Source: an optimization exercise on an open RTL-to-GDS flow (aim: small area). Production flows keep margins and buffers that such runs may drop.
The RTL was checked by simulation tests, not by an equivalence proof against the original design.
No activity file was given, so power comes from the tool's default toggle rates. The flow treats the clock pin as an ideal source, which a real chip does not have.

File: flow/config.mk
export PLATFORM = sky130hd
export DESIGN_NAME = spi_slave_top
export DESIGN_NICKNAME = spi_slave_top
export VERILOG_FILES = /design/flow/design.v
export SDC_FILE = /design/flow/constraint.sdc
export NUM_CORES = 4
export LEC_CHECK = 0
export CAP_MARGIN = 20
export CORE_MARGIN = 2
export CORE_UTILIZATION = 40
export SLEW_MARGIN = 20
File: flow/constraint.sdc
create_clock -name core_clock -period 10.0 [get_ports {sclk_i}]
set_input_delay 2.0000 -clock core_clock [delete_from_list [all_inputs] [get_ports {sclk_i}]]
set_output_delay 2.0000 -clock core_clock [all_outputs]
set_load 0.01 [all_outputs]
File: flow/design.v
module spi_slave_top (
    input  logic       sclk_i,
    input  logic       rst_n,
    input  logic       spi_sck_i,
    input  logic       spi_cs_n_i,
    input  logic       spi_mosi_i,
    output logic       spi_miso_o,
    input  logic       cfg_rd_i,
    input  logic [1:0] cfg_bank_i,
    input  logic [7:0] cfg_addr_i,
    output logic [7:0] cfg_rdata_o,
    input  logic       pat_done_clr_i,
    input  logic       erase_done_clr_i,
    output logic       pat_done_o,
    output logic       erase_done_o,
    output logic [7:0] erase_ctrl_o,
    output logic [1:0] led_o,
    output logic [7:0] cmd_o
);
    localparam logic [1:0] ST_CMD = 2'd0, ST_ADDR = 2'd1, ST_DUMMY = 2'd2, ST_DATA = 2'd3;
    logic sck1_q, sck2_q, sck3_q, sck4_q, sck5_q;
    logic cs1_q, cs2_q;
    logic mosi1_q, mosi2_q;
    always_ff @(posedge sclk_i or negedge rst_n) begin
        if (!rst_n) begin
            sck1_q  <= 1'b0;
            sck2_q  <= 1'b0;
            sck3_q  <= 1'b0;
            sck4_q  <= 1'b0;
            sck5_q  <= 1'b0;
            cs1_q   <= 1'b1;
            cs2_q   <= 1'b1;
            mosi1_q <= 1'b0;
            mosi2_q <= 1'b0;
        end
        else begin
            sck1_q  <= spi_sck_i;
            sck2_q  <= sck1_q;
            sck3_q  <= sck2_q;
            sck4_q  <= sck3_q;
            sck5_q  <= sck4_q;
            cs1_q   <= spi_cs_n_i;
            cs2_q   <= cs1_q;
            mosi1_q <= spi_mosi_i;
            mosi2_q <= mosi1_q;
        end
    end
    logic active, rise;
    assign active = ~cs2_q;
    assign rise   = sck4_q & ~sck5_q;
    logic [7:0] shift_q;
    logic [2:0] bit_q;
    logic [1:0] st_q;
    logic       pend_q;
    logic [7:0] cmd_q;
    logic [7:0] addr_q;
    logic       arm_q;
    logic [7:0] rot_q;
    logic [7:0] sys_q [4];
    logic [7:0] eep_q [4];
    logic       cmd_rd;
    logic [1:0] spi_bank;
    assign cmd_rd   = cmd_q[4];
    assign spi_bank = (cmd_q[3:0] == 4'h4) ? 2'd1 :
                      (cmd_q[3:0] == 4'h2) ? 2'd2 : 2'd0;
    logic [7:0] wpos;
    assign wpos = addr_q + rot_q + 8'd1;
    logic in_wr_data, pat_wr, commit, wr_commit, pat_fire, wp_q;
    assign commit      = pend_q;
    assign in_wr_data  = (st_q == ST_DATA) & ~cmd_rd;
    assign pat_wr      = in_wr_data & (spi_bank == 2'd1);
    assign wr_commit   = commit & in_wr_data;
    assign pat_fire    = ((commit & pat_wr) | wp_q) & (wpos[2:0] == 3'd0);
    always_ff @(posedge sclk_i) begin
        if (rise) shift_q <= {shift_q[6:0], mosi2_q};
        rot_q <= rot_q + 8'd1;
        if (commit & (st_q == ST_ADDR)) addr_q <= shift_q;
        else if ((commit & (st_q == ST_DATA) & ~pat_wr) | pat_fire) addr_q <= addr_q + 8'd1;
    end
    always_ff @(posedge sclk_i or negedge rst_n) begin
        if (!rst_n) begin
            bit_q  <= 3'd0;
            st_q   <= ST_CMD;
            pend_q <= 1'b0;
            wp_q   <= 1'b0;
            cmd_q  <= 8'h00;
            arm_q  <= 1'b0;
        end
        else begin
            pend_q <= rise & (bit_q == 3'd7) & active;
            if (commit & pat_wr) wp_q <= 1'b1;
            if (pat_fire) wp_q <= 1'b0;
            if (!active) begin
                bit_q <= 3'd0;
                st_q  <= ST_CMD;
                arm_q <= 1'b0;
            end
            else begin
                if (rise) bit_q <= bit_q + 3'd1;
                if (commit) begin
                    case (st_q)
                        ST_CMD: begin
                            cmd_q <= shift_q;
                            st_q  <= ST_ADDR;
                        end
                        ST_ADDR: begin
                            arm_q <= ~cmd_rd & (spi_bank == 2'd1) & (shift_q == 8'h00);
                            st_q  <= cmd_rd ? ST_DUMMY : ST_DATA;
                        end
                        ST_DUMMY: st_q <= ST_DATA;
                        default: ;
                    endcase
                end
            end
        end
    end
    always_ff @(posedge sclk_i or negedge rst_n) begin
        if (!rst_n) begin
            for (int i = 0; i < 4; i++) begin
                sys_q[i] <= 8'h00;
                eep_q[i] <= 8'h00;
            end
            pat_done_o   <= 1'b0;
            erase_done_o <= 1'b0;
        end
        else begin
            if (wr_commit && spi_bank == 2'd0) begin
                if (addr_q == 8'h04) sys_q[0] <= shift_q;
                if (addr_q == 8'h05) sys_q[1] <= shift_q;
                if (addr_q == 8'hF0) sys_q[2] <= shift_q;
                if (addr_q == 8'hF1) sys_q[3] <= shift_q;
            end
            if (wr_commit && spi_bank == 2'd2 && addr_q[7:2] == 6'd0)
                eep_q[addr_q[1:0]] <= shift_q;
            if (pat_done_clr_i) pat_done_o <= 1'b0;
            else if (commit && pat_wr && arm_q && addr_q == 8'h7F) pat_done_o <= 1'b1;
            if (erase_done_clr_i) erase_done_o <= 1'b0;
            else if (wr_commit && spi_bank == 2'd2 && addr_q == 8'h03) erase_done_o <= 1'b1;
        end
    end
    assign cmd_o        = cmd_q;
    assign led_o        = sys_q[0][1:0];
    assign erase_ctrl_o = eep_q[3];
    logic [2047:0] ring_q;
    logic [2047:0] ring_d;
    always_comb begin
        ring_d = {ring_q[2039:0], ring_q[2047:2040]};
        for (int j = 0; j < 32; j++) begin
            if (pat_fire && wpos[7:3] == 5'(j)) ring_d[64*j +: 8] = shift_q;
        end
    end
    always_ff @(posedge sclk_i) ring_q <= ring_d;
    logic       host;
    logic [1:0] pbank;
    logic [7:0] paddr;
    logic [7:0] pidx;
    logic [7:0] pat_byte;
    logic [7:0] pdata;
    assign host     = cfg_rd_i;
    assign pbank    = host ? cfg_bank_i : spi_bank;
    assign paddr    = host ? cfg_addr_i : addr_q;
    assign pidx     = paddr + rot_q;
    assign pat_byte = ring_q[{pidx, 3'b000} +: 8];
    always_comb begin
        pdata = 8'h00;
        case (pbank)
            2'd0: begin
                case (paddr)
                    8'h04: pdata = sys_q[0];
                    8'h05: pdata = sys_q[1];
                    8'hF0: pdata = sys_q[2];
                    8'hF1: pdata = sys_q[3];
                    8'h00: pdata = host ? 8'h00 : 8'h94;
                    8'h01: pdata = host ? 8'h00 : 8'h25;
                    default: pdata = 8'h00;
                endcase
            end
            2'd1: pdata = pat_byte;
            2'd2: begin
                if (paddr[7:2] == 6'd0) pdata = eep_q[paddr[1:0]];
                else if (paddr == 8'h04 && !host) pdata = 8'h0F;
            end
            default: pdata = 8'h00;
        endcase
    end
    always_ff @(posedge sclk_i or negedge rst_n) begin
        if (!rst_n) cfg_rdata_o <= 8'h00;
        else if (host) cfg_rdata_o <= pdata;
    end
    logic miso_q;
    always_ff @(posedge sclk_i) begin
        miso_q <= cmd_rd & (st_q == ST_DATA) & pdata[~bit_q];
    end
    assign spi_miso_o = miso_q;
endmodule
File: flow/run.sh
#!/bin/bash
# synth_recipe.tcl (not shown) runs the flow's synth.tcl, then flattens the netlist and writes it again
# the make line also repeats each setting of config.mk as NAME=value (left out here)
make -C /OpenROAD-flow-scripts/flow DESIGN_CONFIG=/design/flow/config.mk WORK_HOME=/design/flow/orfs CLKGATE_MAP_FILE= SYNTH_SCRIPT=/design/flow/synth_recipe.tcl finish
==> metrics.sh, run 1 <==
HOLD_CLASS='reg -> reg'
TIMING.FINAL.MAX_SLEW_VIOLATIONS=0
CHIPHEIGHT_UM=415
RR_ENDPOINT='miso_q'
SYNTH_ASYNC_SR_FLOP_SHARE_PCT=4.56
YOSYS-MUX-AREA-FRACTION_PCT=23.6
SYNTH_TOP_FAMILY_BY_AREA='multiplexers'
CRITPATHMAXFANOUT=21
CTS_ROOT_BUF='sky130_fd_sc_hd__clkbuf_16'
DETAILED_PLACE_HPWL_MM=108
GRT_START_MAX_NET_PINS=78
P_PER_AREA_mW_PER_MM2=220
POSTCTSHOLDBUFS=0
DRT_WL_TOTAL_MM=166
ROUTE.DETAILED.WL_PER_INST_UM=23.9
NETS_FINISH=4625
FIN_CELLS=6949
INITIAL_UTILIZATION_PCT=40.4
DEPTH_OF_THE_WORST_REGISTER_TO_REGISTER_PATH=18
OVERFLOW=0
ROWS=150
CTS.REPORTEDPATHS.CLKPINSLEW_NS=0.07
SYNTH_ENABLE_FLOP_CELLS=16
FINAL.HOLD.WORST_SLACK_NS=0.315
YOSYS.AREA_SHARE.SIMPLE_PCT=5.07
CORE_MM2=0.168
GLOBAL_ROUTE.PEAK_USAGE_LAYER='met2'
SETUP_VIOL=0
SYNTH_FA_HA_AREA_SHARE_PCT=0.492
WORST_MAX_SLEW_PIN_SLEW_NS=1.13
MAX_FREQ_MHz=136
FINALHOLDVIOLCOUNT=0
CTS_MAX_PATH_BUFFERS=3
DRCVIOLATIONCOUNT=0
GLOBALPLACE.CONGESTION=0.890
TRACK_USAGE_PCT=19.2
DETAIL_ROUTE.VIAS_PER_CELL=5.34
WORSTSETUPENDPOINTTYPE='flip-flop'
POWER_FRAC_SEQ_PCT=51.0
UNREPAIRED_SETUP_ENDPOINTS_AFTER_GLOBAL_ROUTING='no'
SYNTH_COMPOUND_AREA_SHARE_PCT=3.23
MET1_USAGE_PCT=27.3
POWER.INTERNAL_uW=13200
FINAL.PERIOD_UTILIZATION_PCT=73.4
CRIT_TYPE='in -> reg'
TIMING.FINAL.CRIT_PERIOD_NS=7.34
CP-START-KIND='input pin'
ANTENNA_FOUND_INITIAL=9
COMBINATIONALPOWERSHARE_PCT=4.4
STATIC-LEAKAGE-POWER_uW=0.0295
HOLD_START='ring_q[114]'
CP.ARRIVAL_NS=8.07
POWER.SHARE.CLOCK_PCT=44.6
TIMING.CRITICAL_PATH.REQUIRED_NS=10.73
POST_CTS_BUFFERS=0
SYN-NUM-NETS=4532
AREA.GROWTH.SYNTH_TO_FINAL_PCT=14.4
YS.WARNINGS.COUNT=3
FIN_WORST_SKEW_NS=0.0344
YOSYS.CELL_TYPES.COUNT=83
HTREE_NUM_LEVELS=4
POST_SYNTH_INST_COUNT=4488
WHS_ENDPOINT='ring_q[122]'
FIRST_ITER_VIOLATIONS=2735
TOTAL_SWITCHING_POWER_uW=3790
ORIGIN_OF_THE_CRITICAL_FLOP_TO_FLOP_PATH='addr_q[0]'
SYNTH_SEQUENTIAL_AREA_RATIO_PCT=65.3
CTS_TREE='yes'
HOLD_PATH_DEPTH=0
RUN_STATUS='no timing/DRC/antenna violations'
MET3_USAGE_PCT=3.56
DRIVE_GT1_SHARE_PCT=27.2
CAP_VIOLATIONS=0
CTS_INSERTED_BUFFERS=199
GRT.MET2_USAGE_PCT=30.1
SLEW-LIMIT-HEADROOM_PCT=24.0
CLOCK_INSERTION_DELAY_WORST_SKEW_NS=0.84
VIAS=37100
ANT_NETS=0
POWER.SWITCHING_FRACTION_PCT=22.2
IO_BUFFERS=46
IR_DROP_WORST_CASE_VDD_mV=0.153
POST_SYNTH_XOR_AREA_FRACTION_PCT=0.377
FLOORPLAN.IO_PINS=47
REG2REG_SLACK_NS=3.98
CLKSINKCOUNT=2172
POST_SYNTH_INSTANCE_AREA_MM2=0.0676
POSTSYNTHREGISTERBITS=2172
SYNTHESIS.AREA_PER_INSTANCE_UM2=15.1
DIEAREA_MM2=0.172
PLACE.DETAILED.INSTANCES=6584
LAYOUT.CELLS.MOST_COMMON_LIST='sky130_fd_sc_hd__dfxtp_1, sky130_fd_sc_hd__mux4_2, sky130_fd_sc_hd__nand2_1, sky130_fd_sc_hd__mux2_2, sky130_fd_sc_hd__clkbuf_16'
CTS.REPAIR.RESIZED=0
GRT_PASS1_WL_MM=250
DETAILEDROUTE.FIRSTPASSITERATIONCOUNT=5
POSTSYNTH.TOPFLOPCELL='sky130_fd_sc_hd__dfxtp_1'
DIE-WIDTH_UM=415
FINAL_COMMON_CELL='sky130_fd_sc_hd__dfxtp_1'
NUMBER_OF_GLOBAL_ROUTE_VIAS_BEFORE_REPAIR=38100
FIN_TNS_SETUP_NS=0
-- final cells by class --
cell class,instances,area [µm²]
Inverter,23,86.3
Antenna cell,3,7.51
Clock buffer,299,5870
Sequential cell,2172,44100
Fill cell,14600,90300
Timing Repair Buffer,148,1470
Tap cell,2204,2760
Multi-Input combinational cell,2037,22300
Clock inverter,63,738
-- routing by layer --
layer  up-vias  share of wire [%]
li1      16600                  -
met1     19300                 47
met2       880                 46
met3       243                5.1
met4         0                2.3
met5         -                  0
-- worst max-delay path: stages --
cell and delay [ns]:
sky130_fd_sc_hd__clkdlybuf4s50_1 0.57, sky130_fd_sc_hd__nand2b_1 0.25, sky130_fd_sc_hd__and2_1 0.38, sky130_fd_sc_hd__inv_1 0.18
sky130_fd_sc_hd__ha_4 0.14, sky130_fd_sc_hd__inv_1 0.05, sky130_fd_sc_hd__fa_4 0.55, sky130_fd_sc_hd__xnor2_4 0.72
sky130_fd_sc_hd__buf_12 0.29, sky130_fd_sc_hd__buf_4 0.32, sky130_fd_sc_hd__mux4_2 0.53, sky130_fd_sc_hd__a211oi_1 0.24
sky130_fd_sc_hd__a311oi_1 0.07, sky130_fd_sc_hd__a31oi_1 0.19, sky130_fd_sc_hd__o22ai_1 0.16, sky130_fd_sc_hd__o21ai_0 0.53
sky130_fd_sc_hd__nand4b_1 0.24, sky130_fd_sc_hd__mux2_2 0.32, sky130_fd_sc_hd__o311a_1 0.29
-- cell families after synthesis --
family,count (synthesis)
mux,913
simple gates,772
compound gates,302
fa+ha+maj,26
xor+xnor,24
buf+inv,279
flops,2172
-- stage by stage --
step / util [%] / total power (µW) / setup WS (ns) / area (µm²)
finish: 46.1 / 17000 / 2.66 / 77300
global route: 46.1 / 17600 / 2.39 / 77300
CTS: 46.1 / 17200 / 2.69 / 77300
detailed placement: 42.2 / 9630 / 1.82 / 70700
global placement: 42.2 / 9630 / 1.90 / 70700
floorplan: - / 9320 / 3.49 / 67600
-- state kept, by name, summed over array words and instances (netlist names), 2 cells and up --
| signal | flops |
|---|---|
| sys_q | 32 |
| ring_q | 2048 |
| addr_q | 8 |
| cmd_q | 8 |
| rot_q | 8 |
| bit_q | 3 |
| st_q | 2 |
| cfg_rdata_o | 8 |
| shift_q | 8 |
| eep_q | 32 |
-- how the worst max path moves through the flow --
stage               startpoint     end  slack, ns
floorplan             cfg_rd_i  miso_q       3.49
global placement      cfg_rd_i  miso_q       1.90
detailed placement    cfg_rd_i  miso_q       1.82
CTS                   cfg_rd_i  miso_q       2.69
global route          cfg_rd_i  miso_q       2.39
finish                cfg_rd_i  miso_q       2.66
-- power groups by stage --
stage          clock network [µW]  logic (µW)  registers, µW
5_1_grt                      8090         797           8680
6_report                     7600         755           8680
4_1_cts                      7730         762           8680
2_1_floorplan                   0         454           8870
3_3_place_gp                    0         760           8870
3_5_place_dp                    0         761           8870
-- cells in the mapped netlist (all sizes together) (6+ instances only) --
cell	instances	area share, %
dfxtp	2057	61
mux4	509	17
nand2	418	2.3
mux2	337	5.6
buf	148	1.3
nand3	113	0.84
clkbuf	108	0.60
dfrtp	97	3.6
nor2	93	0.52
mux2i	67	0.99
o21ai	43	0.32
a21oi	42	0.31
and3	39	0.36
a311oi	33	0.43
a211oi	27	0.30
a31oi	27	0.25
nand4	27	0.25
ha	25	0.46
nor3	22	0.16
inv	21	0.12
o211ai	20	0.22
xnor2	19	0.31
a32oi	18	0.23
edfxtp	16	0.71
a22oi	14	0.16
nor2b	10	0.093
o22ai	10	0.093
nand2b	8	0.074
a222oi	7	0.10
a311o	7	0.10
nor4	7	0.065
and2	6	0.056
==> run 2: changes to the inputs <==
--- a/flow/design.v
+++ b/flow/design.v
@@ -67,12 +67,16 @@
     assign wpos = addr_q + rot_q + 8'd1;
     logic in_wr_data, pat_wr, commit, wr_commit, pat_fire, wp_q;
+    logic [7:0] wdata_q;
     assign commit      = pend_q;
     assign in_wr_data  = (st_q == ST_DATA) & ~cmd_rd;
     assign pat_wr      = in_wr_data & (spi_bank == 2'd1);
     assign wr_commit   = commit & in_wr_data;
-    assign pat_fire    = ((commit & pat_wr) | wp_q) & (wpos[2:0] == 3'd0);
+    assign pat_fire    = ((commit & pat_wr) | wp_q) & (wpos[6:0] == 7'd0);
     always_ff @(posedge sclk_i) begin
         if (rise) shift_q <= {shift_q[6:0], mosi2_q};
         rot_q <= rot_q + 8'd1;
+        if (rise & (bit_q == 3'd7)) wdata_q <= {shift_q[6:0], mosi2_q};
+        if (commit & pat_wr) wp_q <= 1'b1;
+        if (pat_fire) wp_q <= 1'b0;
         if (commit & (st_q == ST_ADDR)) addr_q <= shift_q;
         else if ((commit & (st_q == ST_DATA) & ~pat_wr) | pat_fire) addr_q <= addr_q + 8'd1;
@@ -83,5 +87,4 @@
             st_q   <= ST_CMD;
             pend_q <= 1'b0;
-            wp_q   <= 1'b0;
             cmd_q  <= 8'h00;
             arm_q  <= 1'b0;
@@ -89,6 +92,4 @@
         else begin
             pend_q <= rise & (bit_q == 3'd7) & active;
-            if (commit & pat_wr) wp_q <= 1'b1;
-            if (pat_fire) wp_q <= 1'b0;
             if (!active) begin
                 bit_q <= 3'd0;
@@ -146,7 +147,6 @@
     always_comb begin
         ring_d = {ring_q[2039:0], ring_q[2047:2040]};
-        for (int j = 0; j < 32; j++) begin
-            if (pat_fire && wpos[7:3] == 5'(j)) ring_d[64*j +: 8] = shift_q;
-        end
+        if (pat_fire && !wpos[7]) ring_d[7:0]       = wdata_q;
+        if (pat_fire &&  wpos[7]) ring_d[1031:1024] = wdata_q;
     end
     always_ff @(posedge sclk_i) ring_q <= ring_d;
@@ -157,9 +157,49 @@
     logic [7:0] pat_byte;
     logic [7:0] pdata;
-    assign host     = cfg_rd_i;
-    assign pbank    = host ? cfg_bank_i : spi_bank;
-    assign paddr    = host ? cfg_addr_i : addr_q;
+    logic       hreq_q;
+    logic [1:0] hbank_q;
+    logic [7:0] haddr_q;
+    always_ff @(posedge sclk_i or negedge rst_n) begin
+        if (!rst_n) hreq_q <= 1'b0;
+        else hreq_q <= cfg_rd_i;
+    end
+    always_ff @(posedge sclk_i) begin
+        hbank_q <= cfg_bank_i;
+        haddr_q <= cfg_addr_i;
+    end
+    assign host     = hreq_q;
+    assign pbank    = host ? hbank_q : spi_bank;
+    assign paddr    = host ? haddr_q : addr_q;
     assign pidx     = paddr + rot_q;
-    assign pat_byte = ring_q[{pidx, 3'b000} +: 8];
+    logic [15:0]  hi_n, lo_n;
+    logic [255:0] psel;
+    logic [7:0]   ring_rd;
+    always_comb begin
+        for (int i = 0; i < 16; i++) begin
+            hi_n[i] = ~(pidx[7:4] == 4'(i));
+            lo_n[i] = ~(pidx[3:0] == 4'(i));
+        end
+    end
+    for (genvar i = 0; i < 256; i++) begin : g_sel
+        spi_rd_nor2 u_sel (.a(hi_n[i / 16]), .b(lo_n[i % 16]), .y(psel[i]));
+    end
+    for (genvar b = 0; b < 8; b++) begin : g_rd
+        logic [255:0] lane;
+        logic [85:0]  grp_n;
+        for (genvar i = 0; i < 256; i++) begin : g_lane
+            assign lane[i] = ring_q[8*i + b];
+        end
+        for (genvar k = 0; k < 85; k++) begin : g_aoi
+            spi_rd_aoi3 u_aoi (
+                .s0(psel[3*k]),     .d0(lane[3*k]),
+                .s1(psel[3*k + 1]), .d1(lane[3*k + 1]),
+                .s2(psel[3*k + 2]), .d2(lane[3*k + 2]),
+                .y (grp_n[k])
+            );
+        end
+        spi_rd_nand2 u_last (.a(psel[255]), .b(lane[255]), .y(grp_n[85]));
+        spi_rd_nand86 u_and (.a(grp_n), .y(ring_rd[b]));
+    end
+    assign pat_byte = (wp_q && paddr == addr_q) ? wdata_q : ring_rd;
     always_comb begin
         pdata = 8'h00;
@@ -194,2 +234,26 @@
     assign spi_miso_o = miso_q;
 endmodule
+module spi_rd_aoi3 (
+    input  logic s0, d0, s1, d1, s2, d2,
+    output logic y
+);
+    assign y = ~((s0 & d0) | (s1 & d1) | (s2 & d2));
+endmodule
+module spi_rd_nor2 (
+    input  logic a, b,
+    output logic y
+);
+    assign y = ~(a | b);
+endmodule
+module spi_rd_nand2 (
+    input  logic a, b,
+    output logic y
+);
+    assign y = ~(a & b);
+endmodule
+module spi_rd_nand86 (
+    input  logic [85:0] a,
+    output logic        y
+);
+    assign y = ~&a;
+endmodule
--- a/flow/config.mk
+++ b/flow/config.mk
@@ -8,4 +8,7 @@
 export CAP_MARGIN = 20
 export CORE_MARGIN = 2
-export CORE_UTILIZATION = 40
+export CORE_UTILIZATION = 72
+export CTS_CLUSTER_DIAMETER = 100
+export CTS_CLUSTER_SIZE = 30
 export SLEW_MARGIN = 20
+export SYNTH_HIERARCHICAL = 1
==> run 2 against run 1 <==
Setup slack got worse by 0.98 ns. Sequential cell count is 19 higher. Sequential share of layout area is 15 points higher. Worst hold slack better by 0.0068 ns. Final cell count shrank 27%. Wire length fell by 0.92%. Critical path type is now reg -> reg. Design area is 20% lower. Non-clock buffer count decreased by 66.
==> metrics.sh, run 2 <==
DIE-WIDTH_UM=288  # -31%
FINALHOLDVIOLCOUNT=0  # unchanged
FINAL_COMMON_CELL='sky130_fd_sc_hd__dfxtp_1'
AREA.GROWTH.SYNTH_TO_FINAL_PCT=7.29
CHIPHEIGHT_UM=288  # -31%
CRIT_TYPE='reg -> reg'
NUMBER_OF_GLOBAL_ROUTE_VIAS_BEFORE_REPAIR=35900  # -5.8%
DETAILEDROUTE.FIRSTPASSITERATIONCOUNT=13  # +8
WORST-PATH-BUF-INV=0  # -5
POST_SYNTH_INSTANCE_AREA_MM2=0.0579  # -14%
ANT_NETS=0  # unchanged
CTS_MAX_PATH_BUFFERS=3  # unchanged
POSTSYNTH.TOPFLOPCELL='sky130_fd_sc_hd__dfxtp_1'
VIAS=37500  # +1.2%
STATIC-LEAKAGE-POWER_uW=0.0229  # -22%
PLACE.DETAILED.INSTANCES=4993  # -24%
RUN_STATUS='no timing/DRC/antenna violations'
SETUP_VIOL=0  # unchanged
FIN_WORST_SKEW_NS=0.0250  # -0.00940 ns
FIRST_ITER_VIOLATIONS=8840  # +220%
PRE_CTS_SETUP_SLACK_NS=1.93  # +0.112 ns
CRITPATHSLOWESTCELL='sky130_fd_sc_hd__nor4_1'
DOMINANT_CELL_BY_COUNT_IN_THE_SYNTHESIZED_NETLIST='sky130_fd_sc_hd__dfxtp_1'
TIMING.FINAL.MAX_SLEW_VIOLATIONS=0  # unchanged
FIN_TNS_SETUP_NS=0  # unchanged
HTREE_NUM_LEVELS=3  # -1
FLOORPLAN.IO_PINS=47  # unchanged
CTS.REPORTEDPATHS.CLKPINSLEW_NS=0.11  # +0.04 ns
YOSYS.AREA.TOP_TYPE_SHARE_PCT=71.5  # +11 points
WORST_MAX_SLEW_PIN_SLEW_NS=1.19  # +0.0577 ns
LARGESTREGISTERS='ring_q (2048), eep_q (32), sys_q (32)'
POST_DP_CELL_AREA_MM2=0.0598  # -15%
POST_CTS_BUFFERS=0  # unchanged
CLOCK_INSERTION_DELAY_WORST_SKEW_NS=0.69  # -0.15 ns
POSTSYNTHREGISTERBITS=2191  # +0.87%
YS_TOP_CELLS_BY_AREA='sky130_fd_sc_hd__dfxtp_1, sky130_fd_sc_hd__a222oi_1, sky130_fd_sc_hd__dfrtp_1, sky130_fd_sc_hd__nand4_1, sky130_fd_sc_hd__mux2_2'
SEQCELLAREA_MM2=0.0446  # +1.0%
CRITPATHMAXFANOUT=16  # -24%
CTS_TREE='yes'
SYNTHESIS.AREA_PER_INSTANCE_UM2=14.9  # -1.4%
MULTI_INPUT_AREA_MM2=0.0131  # -41%
CRIT_CHAIN='mux2_2 -> ha_1 -> fa_1 -> a21oi_1 -> nor2_1 -> nor2_1 -> o21bai_1 -> a21oi_1 -> xor2_1 -> nor2_1 -> nand2_1 -> nor2_1 -> a222oi_1 -> nand4_1 -> nor4_1 -> nand4_1 -> or4_1 -> a31oi_1 -> nand3_1 -> a221o_1 -> mux4_2 -> nand4b_1 -> o211ai_1'
CRIT_PATH_FREQUENT_CELL='sky130_fd_sc_hd__nor2_1'
TIMING.FINAL.CRIT_PERIOD_NS=8.33  # +0.984 ns
UNREPAIRED_SETUP_ENDPOINTS_AFTER_GLOBAL_ROUTING='no'
ROUTE.DETAILED.WL_PER_INST_UM=32.3  # +35%
IO_BUFFERS=46  # unchanged
POSTCTSHOLDBUFS=0  # unchanged
SYNTH_COMMONEST_CELLS='sky130_fd_sc_hd__dfxtp_1, sky130_fd_sc_hd__a222oi_1, sky130_fd_sc_hd__nor2_1'
CRIT_FAMILY='simple AND/OR/NAND/NOR gates'
DETAILED_PLACE_HPWL_MM=116  # +7.8%
GLOBALPLACE.CONGESTION=1.01  # +14%
HOLD_CLASS='reg -> reg'
REPORT.POWER.TOTAL_uW=13000  # -24%
INITIAL_UTILIZATION_PCT=73.0  # +33 points
TRACK_USAGE_PCT=39.1  # +20 points
P_PER_AREA_mW_PER_MM2=209  # -5.1%
FIN_CELLS=5098  # -27%
OVERFLOW=0  # unchanged
CTS_INSERTED_BUFFERS=83  # -58%
DRIVE_GT1_SHARE_PCT=6.50  # -21 points
SYNTH_SEQUENTIAL_AREA_RATIO_PCT=77.1  # +12 points
SYN-NUM-NETS=3938  # -13%
SYNTH_ENABLE_FLOP_CELLS=24  # +8
CP.ARRIVAL_NS=8.91  # +0.84 ns
CTS_ROOT_BUF='sky130_fd_sc_hd__clkbuf_16'
ANTENNA_FOUND_INITIAL=12  # +3
ROWS=103  # -31%
LARGEST_REGISTER_FF_COUNT=2048  # unchanged
MAX_FREQ_MHz=120  # -12%
LAYOUT.CELLS.MOST_COMMON_LIST='sky130_fd_sc_hd__dfxtp_1, sky130_fd_sc_hd__a222oi_1, sky130_fd_sc_hd__nor2_1, sky130_fd_sc_hd__nand4_1, sky130_fd_sc_hd__mux2_2'
WORSTSETUPENDPOINTTYPE='flip-flop'
DETAIL_ROUTE.VIAS_PER_CELL=7.36  # +38%
SYNTH_ASYNC_SR_FLOP_SHARE_PCT=4.52  # -0.040 points
YOSYS.CELL_TYPES.COUNT=74  # -11%
CTS.REPAIR.RESIZED=0  # unchanged
LARGEST-REGISTER='ring_q'
YS.WARNINGS.COUNT=9  # +6
IR_DROP_WORST_CASE_VDD_mV=0.188  # +22%
CAP_VIOLATIONS=0  # unchanged
TIMING.CRITICAL_PATH.REQUIRED_NS=10.58  # -0.15 ns
LAYOUT_SETUP_WS_NS=1.67  # -0.984 ns
NETS_FINISH=4072  # -12%
FINAL_AREA_MM2=0.0621  # -20%
YOSYSTOPAREACELL='sky130_fd_sc_hd__dfxtp_1'
CP-START-KIND='flip-flop'
POST_SYNTH_INST_COUNT=3894  # -13%
GRT_PASS1_WL_MM=239  # -4.4%
CORE_MM2=0.0793  # -53%
CLKSINKCOUNT=2191  # +0.87%
DRCVIOLATIONCOUNT=0  # unchanged
FINAL.PERIOD_UTILIZATION_PCT=83.3  # +9.8 points
CRITPATHMAXSTAGEDELAY_NS=0.77  # +0.05 ns
DRT_WL_TOTAL_MM=165  # -0.92%
FILL_CELLS=4509  # -69%
GRT_START_MAX_NET_PINS=57  # -27%
SLEW-LIMIT-HEADROOM_PCT=20.2  # -3.8 points
DIEAREA_MM2=0.0827  # -52%
run 2: cell types whose count changed after synthesis, sizes merged, moves of 30 or more:
cell    delta
a222oi   +673
mux4     -504
nand2    -338
mux2     -235
nor2     +204
nand4    +160
buf      -134
nand3    -101
clkbuf    -89
mux2i     -52
and3      -38
a311oi    -33
nor4      +30
run 2: worst paths after layout:
path	from	endpoint	slack, ns	cells past startpoint
setup / recovery	addr_q[0]	miso_q	1.67	23
hold / removal	ring_q[1112]	ring_q[1120]	0.32	0
setup reg to reg	addr_q[0]	miso_q	1.67	23
hold reg to reg	ring_q[1112]	ring_q[1120]	0.32	0
max in group asynchronous	rst_n	hreq_q	7.54	2
min in group asynchronous	rst_n	cmd_q[5]	1.29	1
run 2: report_power, final:
part / internal [µW] / switching (µW) / total, µW / leakage, µW
registers: 8750 / 14.4 / 8760 / 0.0182
clock network: 1580 / 2530 / 4110 / 0.00112
logic: 27.2 / 82.9 / 110 / 0.00358
total: 10400 / 2620 / 13000 / 0.0229
run 2: area by class of cell:
cell class	instances	area share (%)
diodes	4	0.0161
well taps	1050	2.12
clock inverters	7	0.228
multi-input cells	1654	21.0
clock buffers	94	3.48
flip-flops and latches	2191	71.8
inverters	16	0.0967
repair buffers	82	1.19
run 2: logic make-up after synthesis:
logic type               Yosys count  share of synthesized area [%]
multiplexers                     122                           2.46
AO/OA/AOI/OAI                    780                           13.0
buffers and inverters             49                          0.393
XOR/XNOR                          38                          0.575
adder cells (fa/ha/maj)           26                          0.575
AND/OR/NAND/NOR                  688                           5.91
flip-flops                      2191                           77.1
run 2: per-module statistics from Yosys (local to each module, per instance):
module         times used  cells inside  flip-flops and latches  area [µm²]
spi_rd_aoi3           680             1                       0        10.0
spi_rd_nand2            8             1                       0        3.75
spi_rd_nand86           8            29                       0         181
spi_rd_nor2           256             1                       0        3.75
spi_slave_top           1          2718                    2191       48600
run 2: per-layer routing:
metal	vias to the layer above	wire [µm]	track usage, %
met5	-	59	0
met4	10	9120	17.8
met3	492	19000	7.09
met2	2749	73000	59.4
met1	18600	63600	55.0
li1	15700	-	-
run 2: per-stage QoR:
stage,utilization (%),hold slack [ns]
4_1_cts,78.3,0.322
6_report,78.3,0.322
5_1_grt,78.3,0.313
3_5_place_dp,75.4,0.335
2_1_floorplan,-,0.330
3_3_place_gp,75.4,0.331
==> run 3: changes to the inputs <==
==> flow/flow/run.sh (new file) <==
#!/bin/bash
set -euo pipefail
export BUFFER_PORTS_ARGS="-buffer_cell sky130_fd_sc_hd__buf_1"
export CTS_ARGS="-sink_clustering_enable -repair_clock_nets -sink_clustering_size 30 -sink_clustering_max_diameter 100 -dont_use_dummy_load"
bash standard.sh > standard.log 2>&1
==> flow/standard.sh (new file) <==
#!/bin/bash
# synth_recipe.tcl (not shown) runs the flow's synth.tcl, then flattens the netlist and writes it again
# the make line also repeats each setting of config.mk as NAME=value (left out here)
make -C /OpenROAD-flow-scripts/flow DESIGN_CONFIG=/design/flow/config.mk WORK_HOME=/design/flow/orfs CLKGATE_MAP_FILE= SYNTH_SCRIPT=/design/flow/synth_recipe.tcl "${@:-finish}"
removed: flow/run.sh
==> run 3 against run 2 <==
Clock skew rose by 0.042 ns. Clock power fell by 4%. Non-clock buffer count rose by 2. Critical path depth did not move. First-iteration DRC count fell by 6.2%. Still clean on timing, DRC and antenna. Sequential power barely moved. Final cell count fell by 0.33%. Sequential share of layout area rose by 0.56 points. Design area fell by 0.78%. Synthesized cell count did not move.
==> metrics.sh, run 3 <==
SYNTH_SEQUENTIAL_AREA_RATIO_PCT=77.1  # unchanged
YOSYS.AREA.TOP_TYPE_SHARE_PCT=71.5  # unchanged
GRT_START_MAX_NET_PINS=62  # +8.8%
TRACK_USAGE_PCT=38.5  # -0.54 points
SETUP_VIOL=0  # unchanged
CTS_ROOT_BUF='sky130_fd_sc_hd__clkbuf_16'
ANTENNA_FOUND_INITIAL=9  # -3
NETS_FINISH=4074  # +0.049%
MULTI_INPUT_AREA_MM2=0.0131  # unchanged
LARGEST_REGISTER_FF_COUNT=2048  # unchanged
YS_TOP_CELLS_BY_AREA='sky130_fd_sc_hd__dfxtp_1, sky130_fd_sc_hd__a222oi_1, sky130_fd_sc_hd__dfrtp_1, sky130_fd_sc_hd__nand4_1, sky130_fd_sc_hd__mux2_2'
LAYOUT.CELLS.MOST_COMMON_LIST='sky130_fd_sc_hd__dfxtp_1, sky130_fd_sc_hd__a222oi_1, sky130_fd_sc_hd__nor2_1, sky130_fd_sc_hd__nand4_1, sky130_fd_sc_hd__mux2_2'
LARGEST-REGISTER='ring_q'
SLEW-LIMIT-HEADROOM_PCT=21.0  # +0.81 points
DIEAREA_MM2=0.0827  # unchanged
POST_SYNTH_INSTANCE_AREA_MM2=0.0579  # unchanged
FIN_WORST_SKEW_NS=0.0670  # +0.0419 ns
CRIT_TYPE='reg -> reg'
DIE-WIDTH_UM=288  # unchanged
CORE_MM2=0.0793  # unchanged
CLKSINKCOUNT=2191  # unchanged
FIN_TNS_SETUP_NS=0  # unchanged
RR_ENDPOINT='miso_q'
DETAILED_PLACE_HPWL_MM=117  # +0.24%
SYNTH_COMPOUND_AREA_SHARE_PCT=13.0  # unchanged
DETAIL_ROUTE.VIAS_PER_CELL=7.36  # about the same
UNREPAIRED_SETUP_ENDPOINTS_AFTER_GLOBAL_ROUTING='no'
RUN_STATUS='no timing/DRC/antenna violations'
CLOCK_INSERTION_DELAY_WORST_SKEW_NS=0.69  # about the same
SYNTH_ASYNC_SR_FLOP_SHARE_PCT=4.52  # unchanged
STATIC-LEAKAGE-POWER_uW=0.0227  # -0.82%
VIAS=37400  # -0.40%
SETUP.WORST_PATH.START='hreq_q'
NUMBER_OF_GLOBAL_ROUTE_VIAS_BEFORE_REPAIR=35700  # -0.34%
ROWS=103  # unchanged
FINAL_AREA_MM2=0.0616  # -0.78%
IO_BUFFERS=46  # unchanged
SYNTHESIS.AREA_PER_INSTANCE_UM2=14.9  # unchanged
FIRST_ITER_VIOLATIONS=8289  # -6.2%
GLOBALPLACE.CONGESTION=1.04  # +3.3%
FLOORPLAN.IO_PINS=47  # unchanged
FINAL_COMMON_CELL='sky130_fd_sc_hd__dfxtp_1'
POSTSYNTH.TOPFLOPCELL='sky130_fd_sc_hd__dfxtp_1'
SYN-NUM-NETS=3938  # unchanged
DRCVIOLATIONCOUNT=0  # unchanged
REG2REG_SLACK_NS=1.64  # -0.03 ns
SYNTH_COMMONEST_CELLS='sky130_fd_sc_hd__dfxtp_1, sky130_fd_sc_hd__a222oi_1, sky130_fd_sc_hd__nor2_1'
INITIAL_UTILIZATION_PCT=73.0  # unchanged
CP.ARRIVAL_NS=8.88  # -0.03 ns
YOSYS.CELL_TYPES.COUNT=74  # unchanged
FINALHOLDVIOLCOUNT=0  # unchanged
YOSYS-MUX-AREA-FRACTION_PCT=2.46  # unchanged
IR_DROP_WORST_CASE_VDD_mV=0.168  # -10%
HOLD_CLASS='reg -> reg'
CTS_TREE='yes'
CTS_INSERTED_BUFFERS=83  # unchanged
CHIPHEIGHT_UM=288  # unchanged
FILL_CELLS=4621  # +2.5%
DOMINANT_CELL_BY_COUNT_IN_THE_SYNTHESIZED_NETLIST='sky130_fd_sc_hd__dfxtp_1'
POST_CTS_BUFFERS=0  # unchanged
POST_SYNTH_INST_COUNT=3894  # unchanged
CTS.REPAIR.RESIZED=0  # unchanged
AREA.GROWTH.SYNTH_TO_FINAL_PCT=6.46
YOSYSTOPAREACELL='sky130_fd_sc_hd__dfxtp_1'
CAP_VIOLATIONS=0  # unchanged
POST_DP_CELL_AREA_MM2=0.0595  # -0.42%
TIMING.FINAL.CRIT_PERIOD_NS=8.36  # +0.0283 ns
WORST_MAX_SLEW_PIN_SLEW_NS=1.18  # -0.00408 ns
CTS.REPORTEDPATHS.CLKPINSLEW_NS=0.12  # about the same
ORIGIN_OF_THE_CRITICAL_FLOP_TO_FLOP_PATH='hreq_q'
PLACE.DETAILED.INSTANCES=4995  # +0.040%
POST_SYNTH_XOR_AREA_FRACTION_PCT=0.575  # unchanged
TIMING.CRITICAL_PATH.REQUIRED_NS=10.53  # -0.05 ns
ROUTE.DETAILED.WL_PER_INST_UM=31.9  # -1.2%
CTS_MAX_PATH_BUFFERS=3  # unchanged
DRT_WL_TOTAL_MM=162  # -1.6%
YOSYS.AREA_SHARE.SIMPLE_PCT=5.91  # unchanged
HTREE_NUM_LEVELS=3  # unchanged
DRIVE_GT1_SHARE_PCT=6.38  # -0.12 points
SYNTH_FA_HA_AREA_SHARE_PCT=0.575  # unchanged
GRT_PASS1_WL_MM=236  # -1.2%
LARGESTREGISTERS='ring_q (2048), eep_q (32), sys_q (32)'
POSTCTSHOLDBUFS=0  # unchanged
OVERFLOW=0  # unchanged
TIMING.FINAL.MAX_SLEW_VIOLATIONS=0  # unchanged
ANT_NETS=0  # unchanged
YS.WARNINGS.COUNT=9  # unchanged
SEQCELLAREA_MM2=0.0446  # unchanged
FINAL.PERIOD_UTILIZATION_PCT=83.6  # +0.28 points
WORSTSETUPENDPOINTTYPE='flip-flop'
SYNTH_ENABLE_FLOP_CELLS=24  # unchanged
CRITPATHMAXFANOUT=18  # +2
CP-START-KIND='flip-flop'
MAX_FREQ_MHz=120  # -0.34%
POSTSYNTHREGISTERBITS=2191  # unchanged
DEPTH_OF_THE_WORST_REGISTER_TO_REGISTER_PATH=23  # unchanged
SYNTH_TOP_FAMILY_BY_AREA='compound AO/OA/AOI/OAI gates'
P_PER_AREA_mW_PER_MM2=208  # -0.62%
CRIT_PATH_END='miso_q'
DETAILEDROUTE.FIRSTPASSITERATIONCOUNT=13  # unchanged
FIN_CELLS=5081  # -0.33%
## run 3: kinds of logic after synthesis
| group | count (synthesis) |
|---|---|
| AOI/OAI and AO/OA | 780 |
| xor gates and xnor gates | 38 |
| adders and majority gates | 26 |
| buffers and inverters | 49 |
| DFF | 2191 |
| muxes | 122 |
| and+or+nand+nor | 688 |
## run 3: metrics by stage
step / utilization, % / hold slack [ns] / total power, µW / worst slack, ns
after floorplan: - / 0.330 / 9000 / 3.56
after detailed placement: 75.1 / 0.335 / 9060 / 2.00
final: 77.7 / 0.289 / 12800 / 1.64
after global placement: 75.1 / 0.332 / 9060 / 1.68
after CTS: 77.7 / 0.287 / 12800 / 1.83
after global routing: 77.7 / 0.276 / 13100 / 1.45
## run 3: how the worst min path moves through the flow
stage	to	slack, ns	cells past startpoint	startpoint
3_5_place_dp	ring_q[716]	0.33	0	ring_q[708]
4_1_cts	ring_q[1117]	0.29	0	ring_q[1109]
2_1_floorplan	ring_q[1016]	0.33	0	ring_q[1008]
3_3_place_gp	ring_q[1949]	0.33	0	ring_q[1941]
6_report	ring_q[1117]	0.29	0	ring_q[1109]
5_1_grt	ring_q[1117]	0.28	0	ring_q[1109]
## run 3: layer usage
| metal | part of all wire [%] | wire [µm] | GRT usage (%) | vias to the layer above |
|---|---|---|---|---|
| met5 | 0.033 | 54 | 0 | - |
| met4 | 6.3 | 10300 | 19.1 | 8 |
| met3 | 12 | 18700 | 7.96 | 542 |
| met2 | 43 | 70300 | 57.8 | 2747 |
| met1 | 39 | 63000 | 53.7 | 18300 |
| li1 | - | - | - | 15800 |
## run 3: per-module statistics from Yosys, one instance, submodules excluded
module         cells  area, µm²  flip-flops and latches
spi_rd_nand2       1       3.75                       0
spi_slave_top   2718      48600                    2191
spi_rd_nand86     29        181                       0
spi_rd_nor2        1       3.75                       0
spi_rd_aoi3        1       10.0                       0
## run 3: critical path, stage by stage (launching register included)
cell and delay (ns):
sky130_fd_sc_hd__dfrtp_2 0.59, sky130_fd_sc_hd__mux2_2 0.52, sky130_fd_sc_hd__ha_1 0.26, sky130_fd_sc_hd__fa_1 0.47, sky130_fd_sc_hd__a21oi_1 0.17, sky130_fd_sc_hd__nor2_1 0.06, sky130_fd_sc_hd__nor2_1 0.24, sky130_fd_sc_hd__o21bai_1 0.10
sky130_fd_sc_hd__a21oi_1 0.26, sky130_fd_sc_hd__xor2_1 0.22, sky130_fd_sc_hd__nor2_1 0.12, sky130_fd_sc_hd__nand2_1 0.64, sky130_fd_sc_hd__nor2_1 0.33, sky130_fd_sc_hd__a222oi_1 0.65, sky130_fd_sc_hd__nand4_1 0.27, sky130_fd_sc_hd__nor4_2 0.84
sky130_fd_sc_hd__nand4_1 0.35, sky130_fd_sc_hd__or4_1 0.77, sky130_fd_sc_hd__a31oi_1 0.23, sky130_fd_sc_hd__nand3_1 0.12, sky130_fd_sc_hd__a221o_1 0.30, sky130_fd_sc_hd__mux4_2 0.47, sky130_fd_sc_hd__nand4b_1 0.11, sky130_fd_sc_hd__o211ai_1 0.10
## run 3: where the power goes
group          switching [µW]  internal [µW]
Sequential               15.3           8750
Combinational            82.8           22.9
Clock                    2430           1500
## run 3: layout make-up
type | instances | area share (%)
Antenna cell | 3 | 0.0122
Clock buffer | 83 | 3.37
Inverter | 16 | 0.0975
Multi-Input combinational cell | 1654 | 21.2
Sequential cell | 2191 | 72.4
Tap cell | 1050 | 2.13
Timing Repair Buffer | 84 | 0.790
==> run 4: changes to the inputs <==
--- a/flow/design.v
+++ b/flow/design.v
@@ -24,25 +24,20 @@
     always_ff @(posedge sclk_i or negedge rst_n) begin
         if (!rst_n) begin
-            sck1_q  <= 1'b0;
-            sck2_q  <= 1'b0;
-            sck3_q  <= 1'b0;
-            sck4_q  <= 1'b0;
-            sck5_q  <= 1'b0;
-            cs1_q   <= 1'b1;
-            cs2_q   <= 1'b1;
-            mosi1_q <= 1'b0;
-            mosi2_q <= 1'b0;
-        end
-        else begin
-            sck1_q  <= spi_sck_i;
-            sck2_q  <= sck1_q;
-            sck3_q  <= sck2_q;
-            sck4_q  <= sck3_q;
-            sck5_q  <= sck4_q;
-            cs1_q   <= spi_cs_n_i;
-            cs2_q   <= cs1_q;
-            mosi1_q <= spi_mosi_i;
-            mosi2_q <= mosi1_q;
-        end
+            cs1_q <= 1'b1;
+            cs2_q <= 1'b1;
+        end
+        else begin
+            cs1_q <= spi_cs_n_i;
+            cs2_q <= cs1_q;
+        end
+    end
+    always_ff @(posedge sclk_i) begin
+        sck1_q  <= spi_sck_i;
+        sck2_q  <= sck1_q;
+        sck3_q  <= sck2_q;
+        sck4_q  <= sck3_q;
+        sck5_q  <= sck4_q;
+        mosi1_q <= spi_mosi_i;
+        mosi2_q <= mosi1_q;
     end
     logic active, rise;
@@ -82,35 +77,36 @@
         else if ((commit & (st_q == ST_DATA) & ~pat_wr) | pat_fire) addr_q <= addr_q + 8'd1;
     end
+    always_ff @(posedge sclk_i) begin
+        if (!active) begin
+            bit_q <= 3'd0;
+            arm_q <= 1'b0;
+        end
+        else begin
+            if (rise) bit_q <= bit_q + 3'd1;
+            if (commit & (st_q == ST_ADDR))
+                arm_q <= ~cmd_rd & (spi_bank == 2'd1) & (shift_q == 8'h00);
+        end
+    end
     always_ff @(posedge sclk_i or negedge rst_n) begin
         if (!rst_n) begin
-            bit_q  <= 3'd0;
             st_q   <= ST_CMD;
             pend_q <= 1'b0;
             cmd_q  <= 8'h00;
-            arm_q  <= 1'b0;
         end
         else begin
             pend_q <= rise & (bit_q == 3'd7) & active;
             if (!active) begin
-                bit_q <= 3'd0;
-                st_q  <= ST_CMD;
-                arm_q <= 1'b0;
-            end
-            else begin
-                if (rise) bit_q <= bit_q + 3'd1;
-                if (commit) begin
-                    case (st_q)
-                        ST_CMD: begin
-                            cmd_q <= shift_q;
-                            st_q  <= ST_ADDR;
-                        end
-                        ST_ADDR: begin
-                            arm_q <= ~cmd_rd & (spi_bank == 2'd1) & (shift_q == 8'h00);
-                            st_q  <= cmd_rd ? ST_DUMMY : ST_DATA;
-                        end
-                        ST_DUMMY: st_q <= ST_DATA;
-                        default: ;
-                    endcase
-                end
+                st_q <= ST_CMD;
+            end
+            else if (commit) begin
+                case (st_q)
+                    ST_CMD: begin
+                        cmd_q <= shift_q;
+                        st_q  <= ST_ADDR;
+                    end
+                    ST_ADDR:  st_q <= cmd_rd ? ST_DUMMY : ST_DATA;
+                    ST_DUMMY: st_q <= ST_DATA;
+                    default: ;
+                endcase
             end
         end
==> run 4 against run 3 <==
Still clean on timing, DRC and antenna. Clock skew is 0.0027 ns lower. Clock-buffer cell count stayed put. First-iteration DRC count is 0.71% higher. Synthesized cell count is 0.49% higher. Setup slack worse by 0.55 ns. Critical endpoint unchanged.
==> metrics.sh, run 4 <==
SETUP.WORST_PATH.START='hreq_q'
DETAILEDROUTE.FIRSTPASSITERATIONCOUNT=13  # unchanged
CHIPHEIGHT_UM=287  # about the same
CP.ARRIVAL_NS=9.43  # +0.55 ns
FINAL.PERIOD_UTILIZATION_PCT=89.0  # +5.5 points
VIAS=37500  # +0.19%
FIRST_ITER_VIOLATIONS=8348  # +0.71%
POWER.INTERNAL_uW=10300  # about the same
MAX_FREQ_MHz=112  # -6.1%
POWER.SHARE.CLOCK_PCT=30.8  # about the same
COMBINATIONALPOWERSHARE_PCT=0.8  # about the same
SETUP_VIOL=0  # unchanged
SYN-NUM-NETS=3957  # +0.48%
CTS_INSERTED_BUFFERS=83  # unchanged
WORSTSETUPENDPOINTTYPE='flip-flop'
LAYOUT_SETUP_WS_NS=1.10  # -0.546 ns
SYNTH_COMMONEST_CELLS='sky130_fd_sc_hd__dfxtp_1, sky130_fd_sc_hd__a222oi_1, sky130_fd_sc_hd__nor2_1'
SYNTH_ENABLE_FLOP_CELLS=24  # unchanged
CRIT_TYPE='reg -> reg'
CORE_UTILIZATION_OF_THE_FINISHED_LAYOUT_PCT=77.6  # -0.093 points
GRT_PASS1_WL_MM=239  # +1.3%
STATIC-LEAKAGE-POWER_uW=0.0226  # -0.29%
CTS.REPAIR.RESIZED=0  # unchanged
DRIVE_GT1_SHARE_PCT=6.30  # -0.078 points
POST_SYNTH_INSTANCE_AREA_MM2=0.0578  # -0.18%
LARGEST_REGISTER_FF_COUNT=2048  # unchanged
POWER_FRAC_SEQ_PCT=68.4  # about the same
ANTENNA_FOUND_INITIAL=13  # +4
FIN_WORST_SKEW_NS=0.0642  # -0.00273 ns
LAYOUT.CELLS.MOST_COMMON_LIST='sky130_fd_sc_hd__dfxtp_1, sky130_fd_sc_hd__a222oi_1, sky130_fd_sc_hd__nor2_1, sky130_fd_sc_hd__nand4_1, sky130_fd_sc_hd__mux2_2'
ROUTE.DETAILED.WL_PER_INST_UM=32.4  # +1.4%
WORST_MAX_SLEW_PIN_SLEW_NS=1.25  # +0.0691 ns
POST_SYNTH_INST_COUNT=3913  # +0.49%
DOMINANT_CELL_BY_COUNT_IN_THE_SYNTHESIZED_NETLIST='sky130_fd_sc_hd__dfxtp_1'
CORE_MM2=0.0793  # unchanged
POSTSYNTHREGISTERBITS=2191  # unchanged
IR_DROP_WORST_CASE_VDD_mV=0.172  # +1.9%
FIN_TNS_SETUP_NS=0  # unchanged
DIEAREA_MM2=0.0825  # -0.18%
IO_BUFFERS=46  # unchanged
CRITPATHMAXFANOUT=38  # +20
PLACE.DETAILED.INSTANCES=5013  # +0.36%
TIMING.FINAL.CRIT_PERIOD_NS=8.90  # +0.546 ns
CTS_TREE='yes'
CTS_MAX_PATH_BUFFERS=3  # unchanged
HOLD_CLASS='reg -> reg'
INITIAL_UTILIZATION_PCT=72.9  # -0.13 points
CTS.REPORTEDPATHS.CLKPINSLEW_NS=0.12  # about the same
CRITPATHMAXSTAGEDELAY_NS=1.13  # +0.29 ns
CLOCK_INSERTION_DELAY_WORST_SKEW_NS=0.68  # about the same
YS_TOP_CELLS_BY_AREA='sky130_fd_sc_hd__dfxtp_1, sky130_fd_sc_hd__a222oi_1, sky130_fd_sc_hd__dfrtp_1, sky130_fd_sc_hd__nor2_1, sky130_fd_sc_hd__mux2_2'
YOSYSTOPAREACELL='sky130_fd_sc_hd__dfxtp_1'
DIE-WIDTH_UM=287  # about the same
AREA.GROWTH.SYNTH_TO_FINAL_PCT=6.52  # about the same
SYNTH_ASYNC_SR_FLOP_SHARE_PCT=4.02  # -0.50 points
HTREE_NUM_LEVELS=3  # unchanged
CAP_VIOLATIONS=0  # unchanged
LARGESTREGISTERS='ring_q (2048), eep_q (32), sys_q (32)'
FIN_CELLS=5099  # +0.35%
POSTCTSHOLDBUFS=0  # unchanged
ANT_NETS=0  # unchanged
SYNTHESIS.AREA_PER_INSTANCE_UM2=14.8  # -0.67%
DRT_WL_TOTAL_MM=165  # +1.7%
POWER.SWITCHING_FRACTION_PCT=19.8  # +0.11 points
ROWS=103  # unchanged
CP-START-KIND='flip-flop'
LARGEST-REGISTER='ring_q'
SYNTH_SEQUENTIAL_AREA_RATIO_PCT=77.1  # about the same
FLOORPLAN.IO_PINS=47  # unchanged
CRIT_FAMILY='simple AND/OR/NAND/NOR gates'
WORST-PATH-BUF-INV=2  # +2
NUMBER_OF_GLOBAL_ROUTE_VIAS_BEFORE_REPAIR=35900  # +0.48%
TRACK_USAGE_PCT=39.2  # +0.72 points
FILL_CELLS=4622  # +0.022%
TIMING.CRITICAL_PATH.REQUIRED_NS=10.53  # about the same
CTS_ROOT_BUF='sky130_fd_sc_hd__clkbuf_16'
CLKSINKCOUNT=2191  # unchanged
POSTSYNTH.TOPFLOPCELL='sky130_fd_sc_hd__dfxtp_1'
P_PER_AREA_mW_PER_MM2=208  # +0.25%
FINALHOLDVIOLCOUNT=0  # unchanged
CRIT_PATH_FREQUENT_CELL='sky130_fd_sc_hd__nor2_1'
FINAL_COMMON_CELL='sky130_fd_sc_hd__dfxtp_1'
TOTAL_SWITCHING_POWER_uW=2540  # +0.71%
DRCVIOLATIONCOUNT=0  # unchanged
RUN_STATUS='no timing/DRC/antenna violations'
CRITPATHSLOWESTCELL='sky130_fd_sc_hd__nor4_1'
DETAILED_PLACE_HPWL_MM=118  # +1.1%
SLEW-LIMIT-HEADROOM_PCT=15.8  # -5.2 points
YOSYS.CELL_TYPES.COUNT=77  # +4.1%
GLOBALPLACE.CONGESTION=1.03  # -1.1%
ORIGIN_OF_THE_CRITICAL_FLOP_TO_FLOP_PATH='hreq_q'
PRE_CTS_SETUP_SLACK_NS=1.53  # -0.467 ns
NETS_FINISH=4092  # +0.44%
POST_CTS_BUFFERS=0  # unchanged
OVERFLOW=0  # unchanged
DETAIL_ROUTE.VIAS_PER_CELL=7.35  # -0.16%
UNREPAIRED_SETUP_ENDPOINTS_AFTER_GLOBAL_ROUTING='no'
GRT_START_MAX_NET_PINS=89  # +44%
HOLD_START='ring_q[1114]'
TIMING.FINAL.MAX_SLEW_VIOLATIONS=0  # unchanged
YOSYS.AREA.TOP_TYPE_SHARE_PCT=72.0  # +0.51 points
YS.WARNINGS.COUNT=9  # unchanged
run 4: logic make-up after synthesis:
group	synth area share (%)
DFF	77.1
AOI/OAI and AO/OA	13.0
and+or+nand+nor	6.11
muxes	2.21
buffers and inverters	0.349
xor gates and xnor gates	0.606
adders and majority gates	0.576
run 4: worst paths after layout:
| check | end | slack, ns | depth (start not counted) |
|---|---|---|---|
| setup / recovery | miso_q | 1.10 | 26 |
| hold / removal | ring_q[1122] | 0.28 | 0 |
| setup reg to reg | miso_q | 1.10 | 26 |
| hold reg to reg | ring_q[1122] | 0.28 | 0 |
| max in group asynchronous | eep_q[1][1] | 7.93 | 2 |
| min in group asynchronous | sys_q[0][4] | 1.49 | 2 |
run 4: power groups by stage:
stage | Combinational, µW | Sequential [µW] | Clock, µW
2_1_floorplan | 48.9 | 8950 | 0
3_3_place_gp | 101 | 8960 | 0
3_5_place_dp | 103 | 8960 | 0
4_1_cts | 103 | 8760 | 3940
5_1_grt | 111 | 8770 | 4230
6_report | 108 | 8760 | 3940
run 4: worst register-to-register path, cell delays in order, from the launching register on:
cell and delay, ns:
sky130_fd_sc_hd__dfrtp_1 0.40, sky130_fd_sc_hd__buf_4 0.27, sky130_fd_sc_hd__nand2_1 0.18, sky130_fd_sc_hd__a21boi_2 0.47, sky130_fd_sc_hd__inv_1 0.27, sky130_fd_sc_hd__ha_1 0.29, sky130_fd_sc_hd__fa_1 0.47, sky130_fd_sc_hd__a21oi_1 0.17
sky130_fd_sc_hd__nor2_1 0.06, sky130_fd_sc_hd__nor2_1 0.25, sky130_fd_sc_hd__o21bai_1 0.11, sky130_fd_sc_hd__a21oi_1 0.29, sky130_fd_sc_hd__xnor2_1 0.18, sky130_fd_sc_hd__nor2_1 0.12, sky130_fd_sc_hd__nand2_1 0.63, sky130_fd_sc_hd__nor2_1 0.41
sky130_fd_sc_hd__a222oi_1 0.56, sky130_fd_sc_hd__nand4_1 0.34, sky130_fd_sc_hd__nor4_1 1.13, sky130_fd_sc_hd__nand4_1 0.35, sky130_fd_sc_hd__or4_1 0.80, sky130_fd_sc_hd__nor3b_1 0.22, sky130_fd_sc_hd__a41oi_1 0.24, sky130_fd_sc_hd__o2111ai_1 0.15
sky130_fd_sc_hd__o32ai_1 0.15, sky130_fd_sc_hd__a2111oi_1 0.13, sky130_fd_sc_hd__o221a_1 0.14
run 4: modules after synthesis, one instance, submodules excluded:
module	flops+latches	cells	times used
spi_rd_nand86	0	29	8
spi_rd_nand2	0	1	8
spi_rd_nor2	0	1	256
spi_rd_aoi3	0	1	680
spi_slave_top	2191	2737	1
run 4: layout make-up:
type                            count  area, µm²  share of cell area (%)
Antenna cell                        3       7.51                  0.0122
Clock buffer                       83       2080                    3.38
Inverter                           17       63.8                   0.104
Multi-Input combinational cell   1676      13100                    21.3
Sequential cell                  2191      44500                    72.4
Tap cell                         1050       1310                    2.13
Timing Repair Buffer               79        428                   0.695
run 4: routing by layer:
metal / global-route usage [%] / routed length [µm] / part of all wire [%] / vias to the layer above
met2: 59.1 / 72000 / 44 / 2624
met3: 7.19 / 18300 / 11 / 517
met5: 0 / 44 / 0.027 / -
met4: 21.5 / 11200 / 6.8 / 6
li1: - / - / - / 15800
met1: 54.2 / 63600 / 39 / 18500
run 4: metrics by stage:
step	total power (µW)	hold WS [ns]	instance area (µm²)
6_report	12800	0.281	61500
5_1_grt	13100	0.270	61500
4_1_cts	12800	0.281	61500
3_5_place_dp	9060	0.315	59400
3_3_place_gp	9060	0.310	59400
2_1_floorplan	9000	0.310	57800
==> run 5: changes to the inputs <==
==> flow/flow/run.sh (replaced) <==
#!/bin/bash
set -euo pipefail
export BUFFER_PORTS_ARGS="-buffer_cell sky130_fd_sc_hd__buf_1"
export CTS_ARGS="-sink_clustering_enable -repair_clock_nets -sink_clustering_size 33 -sink_clustering_max_diameter 100 -dont_use_dummy_load"
bash standard.sh > standard.log 2>&1
--- a/flow/config.mk
+++ b/flow/config.mk
@@ -8,7 +8,7 @@
 export CAP_MARGIN = 20
 export CORE_MARGIN = 2
-export CORE_UTILIZATION = 72
+export CORE_UTILIZATION = 76
 export CTS_CLUSTER_DIAMETER = 100
-export CTS_CLUSTER_SIZE = 30
+export CTS_CLUSTER_SIZE = 33
 export SLEW_MARGIN = 20
 export SYNTH_HIERARCHICAL = 1
==> run 5 against run 4 <==
Worst hold slack better by 0.031 ns. Wire length fell by 3.4%. First-iteration DRC count is 1.1% higher. Non-clock buffer count is 7 lower. Die area shrank 5.2%. Sequential power about the same. Synthesized cell count unchanged. Via count grew 0.11%. Design area is 0.54% lower. Clock power down 4%. Clock-buffer cell count decreased by 7.
==> metrics.sh, run 5 <==
YOSYS.AREA.TOP_TYPE_SHARE_PCT=72.0  # unchanged
LARGEST-REGISTER='ring_q'
FINAL_COMMON_CELL='sky130_fd_sc_hd__dfxtp_1'
MULTI_INPUT_AREA_MM2=0.0131  # -0.21%
IO_BUFFERS=46  # unchanged
MET3WIRELENGTH_MM=18.5  # +0.99%
RUN_STATUS='no timing/DRC/antenna violations'
CHIPHEIGHT_UM=280  # -2.6%
DIE-WIDTH_UM=280  # -2.6%
WORST-PATH-BUF-INV=3  # +1
DRCVIOLATIONCOUNT=0  # unchanged
GRT_START_MAX_NET_PINS=89  # unchanged
SLEW-LIMIT-HEADROOM_PCT=13.6  # -2.2 points
POSTCTSHOLDBUFS=0  # unchanged
SYNTH_SEQUENTIAL_AREA_RATIO_PCT=77.1  # unchanged
CRIT_TYPE='reg -> reg'
CTS_INSERTED_BUFFERS=76  # -8.4%
FILL_CELLS=4137  # -10%
CAP_VIOLATIONS=0  # unchanged
CORE_MM2=0.0756  # -4.7%
TRACK_USAGE_PCT=39.8  # +0.60 points
FINAL.HOLD.WORST_SLACK_NS=0.312  # +0.0308 ns
INITIAL_UTILIZATION_PCT=76.4  # +3.6 points
DETAILED_PLACE_HPWL_MM=114  # -3.7%
HTREE_NUM_LEVELS=3  # unchanged
YS.WARNINGS.COUNT=9  # unchanged
MAX_FREQ_MHz=109  # -3.3%
SYNTH_ASYNC_SR_FLOP_SHARE_PCT=4.02  # unchanged
YS_TOP_CELLS_BY_AREA='sky130_fd_sc_hd__dfxtp_1, sky130_fd_sc_hd__a222oi_1, sky130_fd_sc_hd__dfrtp_1, sky130_fd_sc_hd__nor2_1, sky130_fd_sc_hd__mux2_2'
TIMING.CRITICAL_PATH.REQUIRED_NS=10.55  # +0.02 ns
ROUTEDLENGTHMET1_MM=61.0  # -4.1%
CTS_MAX_PATH_BUFFERS=3  # unchanged
CLOCK_INSERTION_DELAY_WORST_SKEW_NS=0.68  # about the same
DOMINANT_CELL_BY_COUNT_IN_THE_SYNTHESIZED_NETLIST='sky130_fd_sc_hd__dfxtp_1'
LAYOUT.CELLS.MOST_COMMON_LIST='sky130_fd_sc_hd__dfxtp_1, sky130_fd_sc_hd__a222oi_1, sky130_fd_sc_hd__nor2_1, sky130_fd_sc_hd__nand4_1, sky130_fd_sc_hd__mux2_2'
CRIT_PATH_FREQUENT_CELL='sky130_fd_sc_hd__nor2_1'
POST_SYNTH_INST_COUNT=3913  # unchanged
CRIT_FAMILY='simple AND/OR/NAND/NOR gates'
CRITPATHMAXFANOUT=39  # +2.6%
WORSTSETUPENDPOINTTYPE='flip-flop'
PLACE.DETAILED.INSTANCES=4934  # -1.6%
OVERFLOW=0  # unchanged
POSTSYNTH.TOPFLOPCELL='sky130_fd_sc_hd__dfxtp_1'
DETAIL_ROUTE.VIAS_PER_CELL=7.48  # +1.8%
SETUP_VIOL=0  # unchanged
AREA.GROWTH.SYNTH_TO_FINAL_PCT=5.95
NETS_FINISH=4078  # -0.34%
ANT_NETS=0  # unchanged
STATIC-LEAKAGE-POWER_uW=0.0225  # -0.51%
POSTSYNTHREGISTERBITS=2191  # unchanged
HOLD_CLASS='reg -> reg'
NUMBER_OF_GLOBAL_ROUTE_VIAS_BEFORE_REPAIR=35600  # -0.93%
LARGESTREGISTERS='ring_q (2048), eep_q (32), sys_q (32)'
DRIVE_GT1_SHARE_PCT=5.88  # -0.42 points
SYNTH_COMMONEST_CELLS='sky130_fd_sc_hd__dfxtp_1, sky130_fd_sc_hd__a222oi_1, sky130_fd_sc_hd__nor2_1'
LARGEST_REGISTER_FF_COUNT=2048  # unchanged
IR_DROP_WORST_CASE_VDD_mV=0.185  # +7.8%
TOP_LAYER_USED='met5'
FIRST_ITER_VIOLATIONS=8440  # +1.1%
SYNTHESIS.AREA_PER_INSTANCE_UM2=14.8  # unchanged
CTS_ROOT_BUF='sky130_fd_sc_hd__clkbuf_16'
SYN-NUM-NETS=3957  # unchanged
WORST_MAX_SLEW_PIN_SLEW_NS=1.28  # +0.0328 ns
SYNTH_ENABLE_FLOP_CELLS=24  # unchanged
FINAL.PERIOD_UTILIZATION_PCT=92.0  # +3.0 points
P_PER_AREA_mW_PER_MM2=207  # -0.62%
REPORT.POWER.TOTAL_uW=12700  # -1.2%
SEQCELLAREA_MM2=0.0445  # unchanged
CLKSINKCOUNT=2191  # unchanged
POST_CTS_BUFFERS=0  # unchanged
VIAS=37500  # +0.11%
==> run 5: cell count changes in the layout (fill, tap and decap cells not counted), moves of 4 or more <==
cell                        change
sky130_fd_sc_hd__buf_4          -8
sky130_fd_sc_hd__nor4_1         +4
sky130_fd_sc_hd__nor4_2         -4
sky130_fd_sc_hd__clkbuf_16      -7
==> run 5: Yosys stat by module, one instance, submodules excluded <==
module	cell area [µm²]	flip-flops and latches
spi_rd_nor2	3.75	0
spi_slave_top	48500	2191
spi_rd_nand2	3.75	0
spi_rd_nand86	181	0
spi_rd_aoi3	10.0	0
==> run 5: stage by stage <==
step,area (µm²),setup WS (ns)
6_report,61200,0.796
5_1_grt,61200,0.688
4_1_cts,61200,1.19
3_5_place_dp,59300,1.30
3_3_place_gp,59200,1.18
2_1_floorplan,57800,4.07
==> run 5: worst paths after layout <==
| kind | startpoint | endpoint | slack, ns | depth (start not counted) |
|---|---|---|---|---|
| max | hreq_q | miso_q | 0.80 | 24 |
| max in group asynchronous | rst_n | cmd_q[1] | 7.94 | 2 |
| min reg2reg | ring_q[1213] | ring_q[1221] | 0.31 | 0 |
| min in group asynchronous | rst_n | sys_q[0][6] | 1.49 | 2 |
| min | ring_q[1213] | ring_q[1221] | 0.31 | 0 |
| max reg2reg | hreq_q | miso_q | 0.80 | 24 |
==> run 5: layout make-up <==
type,count,share of cell area (%)
antenna,4,0.0164
clock buffer,76,3.11
inverter,17,0.104
multi-input combinational,1676,21.4
sequential,2191,72.8
tap,978,2.00
timing repair buffer,72,0.634
==> run 5: metal layers <==
metal | GRT usage (%) | up-vias
met2 | 60.0 | 2829
met3 | 7.22 | 513
met1 | 55.8 | 18400
met4 | 20.8 | 12
met5 | 0 | -
li1 | - | 15800
==> run 5: kinds of logic (layout without fill, tap and decap cells) <==
logic type,count (synthesis),in the layout,share of synthesized area (%)
flip-flops,2191,2191,77.1
AO/OA/AOI/OAI,781,781,13.0
AND/OR/NAND/NOR,719,719,6.11
multiplexers,110,110,2.21
buffers and inverters,46,165,0.349
XOR/XNOR,40,40,0.606
adder cells (fa/ha/maj),26,26,0.576
other,0,4,0
==> run 5: power breakdown <==
group,internal (µW),switching [µW]
Combinational,20.2,85.2
Clock,1390,2410
Sequential,8750,15.0
Total,10200,2510

## what the ideal ports hide
The flow's constraints put no driver on any port. The routed layouts listed below were extracted and timed again, unchanged, in two steps.
Step 1 (the two cells are an assumption about what drives the block):
set clk [get_ports {sclk_i}]
set_driving_cell -lib_cell sky130_fd_sc_hd__clkbuf_16 $clk
set_driving_cell -lib_cell sky130_fd_sc_hd__buf_2 [delete_from_list [all_inputs] $clk]
Step 2, shift: input delay + t, output delay - t, t = (earliest + latest rising clock arrival at the registers) / 2. This alone moves slack from input paths to output paths.
a / b / c = ideal ports / drivers / drivers and shift; a / b = the first two.
run | shift t [ns] | setup WS [ns] | hold WS [ns] | worst setup path after step 2
run 1 | 0.897 | 2.656 / 2.710 / 1.813 | 0.315 / 0.315 / 0.315 | input to register
run 2 | 0.756 | 1.672 / 1.672 / 1.672 | 0.322 / 0.322 / 0.322 | register to register
run 3 | 0.736 | 1.644 / 1.644 / 1.644 | 0.289 / 0.289 / 0.289 | register to register
run 4 | 0.718 | 1.098 / 1.098 / 1.098 | 0.281 / 0.281 / 0.281 | register to register
run 5 | 0.731 | 0.796 / 0.796 / 0.796 | 0.311 / 0.312 / 0.312 | register to register
After both steps setup and hold are still met in every run listed. The setup slack of run 1, which loses most, moves by +0.054 ns with the drivers and by -0.843 ns with both steps.
